Source: an optimization exercise on an open RTL-to-GDS flow (aim: small area, a short achievable clock period and few clock cycles). Production flows keep margins and buffers that such runs may drop.
Only simulation tests tie the RTL to the original design; equivalence was not proved.
Power is estimated from default activity; no workload was simulated.

Design int_exec_core, start of the top module:
module int_exec_core (
    input  logic                  clk,
    input  logic                  rst,
    input  logic                  insn_valid,
    input  logic [31:0]           insn,
    output logic                  busy,
    output logic                  wb_valid,
    output logic [REG_ADDR_W-1:0] wb_rd,
    output logic [XLEN-1:0]       wb_data
);
make LEC_CHECK=0 ABC_CLOCK_PERIOD_IN_PS=3400 CAP_MARGIN=20 CORE_MARGIN=2 CORE_UTILIZATION=40 SETUP_SLACK_MARGIN=2.1 SLEW_MARGIN=20 TNS_END_PERCENT=10 finish   # period 5.5 ns
run.sh (not shown) runs the stock make flow with config.mk's settings and CLKGATE_MAP_FILE= SYNTH_SCRIPT=/design/flow/synth_recipe.tcl, a recipe that flattens the netlist after the stock synthesis.
Testbench counts at the start, summed over its fixed seeds: cycles 26,233.
==> next run, changes <==
--- a/flow/design.v
+++ b/flow/design.v
@@ -8,53 +8,53 @@
     localparam logic [6:0] FUNCT7_MULDIV = 7'b0000001;
     localparam int MUL_CUT_W = 188;
 endpackage
 import exec_pkg::*;
 module reg_file (
     input  logic                  clk,
     input  logic                  rst,
-    input  logic [NUM_REGS-1:1]   rs1_oh,
-    input  logic [NUM_REGS-1:1]   rs2_oh,
+    input  logic [REG_ADDR_W-1:0] rs1,
+    input  logic [REG_ADDR_W-1:0] rs2,
     output logic [XLEN-1:0]       rdata1,
     output logic [XLEN-1:0]       rdata2,
     input  logic                  we,
     input  logic [REG_ADDR_W-1:0] waddr,
     input  logic [XLEN-1:0]       wdata
 );
-    logic [XLEN-1:0] regs [1:NUM_REGS-1];
-    logic [NUM_REGS-1:1] vld;
+    logic [XLEN-1:0] regs [0:NUM_REGS-1];
+    logic [NUM_REGS-1:1] vld_r;
+    logic [NUM_REGS-1:0] vld;
+    assign vld = {vld_r, 1'b0};
     always_ff @(posedge clk) begin
         for (int n = 1; n < NUM_REGS; n++) begin
             if (we && waddr == n) begin
                 regs[n] <= wdata;
             end
         end
     end
     always_ff @(posedge clk) begin
         if (rst) begin
-            vld <= '0;
+            vld_r <= '0;
         end else begin
             for (int n = 1; n < NUM_REGS; n++) begin
                 if (we && waddr == n) begin
-                    vld[n] <= 1'b1;
+                    vld_r[n] <= 1'b1;
                 end
             end
         end
     end
-    logic [NUM_REGS-1:1] sel1, sel2;
-    assign sel1 = rs1_oh & vld;
-    assign sel2 = rs2_oh & vld;
+    logic [XLEN-1:0] rv [0:NUM_REGS-1];
     always_comb begin
-        rdata1 = '0;
-        rdata2 = '0;
+        rv[0] = '0;
         for (int n = 1; n < NUM_REGS; n++) begin
-            rdata1 = rdata1 | ({XLEN{sel1[n]}} & regs[n]);
-            rdata2 = rdata2 | ({XLEN{sel2[n]}} & regs[n]);
+            rv[n] = regs[n];
         end
     end
+    assign rdata1 = vld[rs1] ? rv[rs1] : '0;
+    assign rdata2 = vld[rs2] ? rv[rs2] : '0;
 endmodule
 import exec_pkg::*;
 module alu_unit (
     input  logic [XLEN-1:0] a,
     input  logic [XLEN-1:0] b,
     input  logic            sub,      
     input  logic            sra,      
@@ -2722,21 +2722,14 @@
     logic        d_alt;
     logic [2:0]  d_f3;
     logic [4:0]  d_rd;
     logic [4:0]  d_rs1;
     logic [11:0] d_hi12;    
     logic [4:0]  d_rs2;
     assign d_rs2 = d_hi12[4:0];
-    logic [NUM_REGS-1:1] f_oh1, f_oh2, d_oh1, d_oh2;
-    always_comb begin
-        for (int n = 1; n < NUM_REGS; n++) begin
-            f_oh1[n] = f_rs1 == n;
-            f_oh2[n] = f_rs2 == n;
-        end
-    end
     logic        e_valid;
     logic        e_mul;
     logic [4:0]  e_rd;
     logic [XLEN-1:0] e_a, e_b;
     logic        e_sub, e_sra;
     logic        e_sel_add, e_sel_slt, e_sel_sltu, e_sel_xor, e_sel_or, e_sel_and, e_sel_sll, e_sel_sr;
     logic        e_hi, e_sa;
@@ -2776,25 +2769,23 @@
             d_mul     <= f_mul;
             d_use_imm <= f_use_imm;
             d_alt     <= f_alt;
             d_f3      <= f_f3;
             d_rd      <= insn[11:7];
             d_rs1     <= f_rs1;
             d_hi12    <= insn[31:20];
-            d_oh1     <= f_oh1;
-            d_oh2     <= f_oh2;
         end
     end
     logic [XLEN-1:0] rf1, rf2;
     logic [XLEN-1:0] alu_y;
     reg_file rf_i (
         .clk    (clk),
         .rst    (rst),
-        .rs1_oh (d_oh1),
-        .rs2_oh (d_oh2),
+        .rs1    (d_rs1),
+        .rs2    (d_rs2),
         .rdata1 (rf1),
         .rdata2 (rf2),
         .we     (wb_valid),
         .waddr  (wb_rd),
         .wdata  (wb_data)
     );
     logic fe1, fe2, fm1, fm2, fw1, fw2;
Global-route usage goes up by 1.7 points.
Synthesized cell count goes down by about 0.5%.
Die area goes down by 1.8%.
Clock-buffer cell count goes down by 12.
Final area goes up by 1.2%.
Power goes up by 67%.
Core utilization goes up by 1.3 points.
Area after synthesis goes down by 1.8%.
Testbench counts after the change, summed over its fixed seeds: cycles 26,233.

[re-timing with driven ports]
No port has a modelled driver above. Below, the same layouts with a new extraction and two added sets of constraints.
Step 1 (the two cells are an assumption about what drives the block):
set clk [get_ports {clk}]
set_driving_cell -lib_cell sky130_fd_sc_hd__clkbuf_16 $clk
set_driving_cell -lib_cell sky130_fd_sc_hd__buf_2 [delete_from_list [all_inputs] $clk]
Step 2, shift: input delay + t, output delay - t, t = (earliest + latest rising clock arrival at the registers) / 2. This alone moves slack from input paths to output paths.
Slacks: no drivers / after step 1 / after step 2; pairs: no drivers / after step 1.
| run | t (ns) | setup WS [ns] | clock arrival spread, ns | slew at the worst register clock pin (ns) |
|---|---|---|---|---|
| the first run | 0.968 | 1.555 / 1.555 / 1.555 | 0.103 / 0.103 | 0.07 / 0.07 |
| the second run | 0.940 | 1.705 / 1.705 / 1.705 | 0.103 / 0.103 | 0.07 / 0.07 |
After both steps every run listed still meets setup and hold.
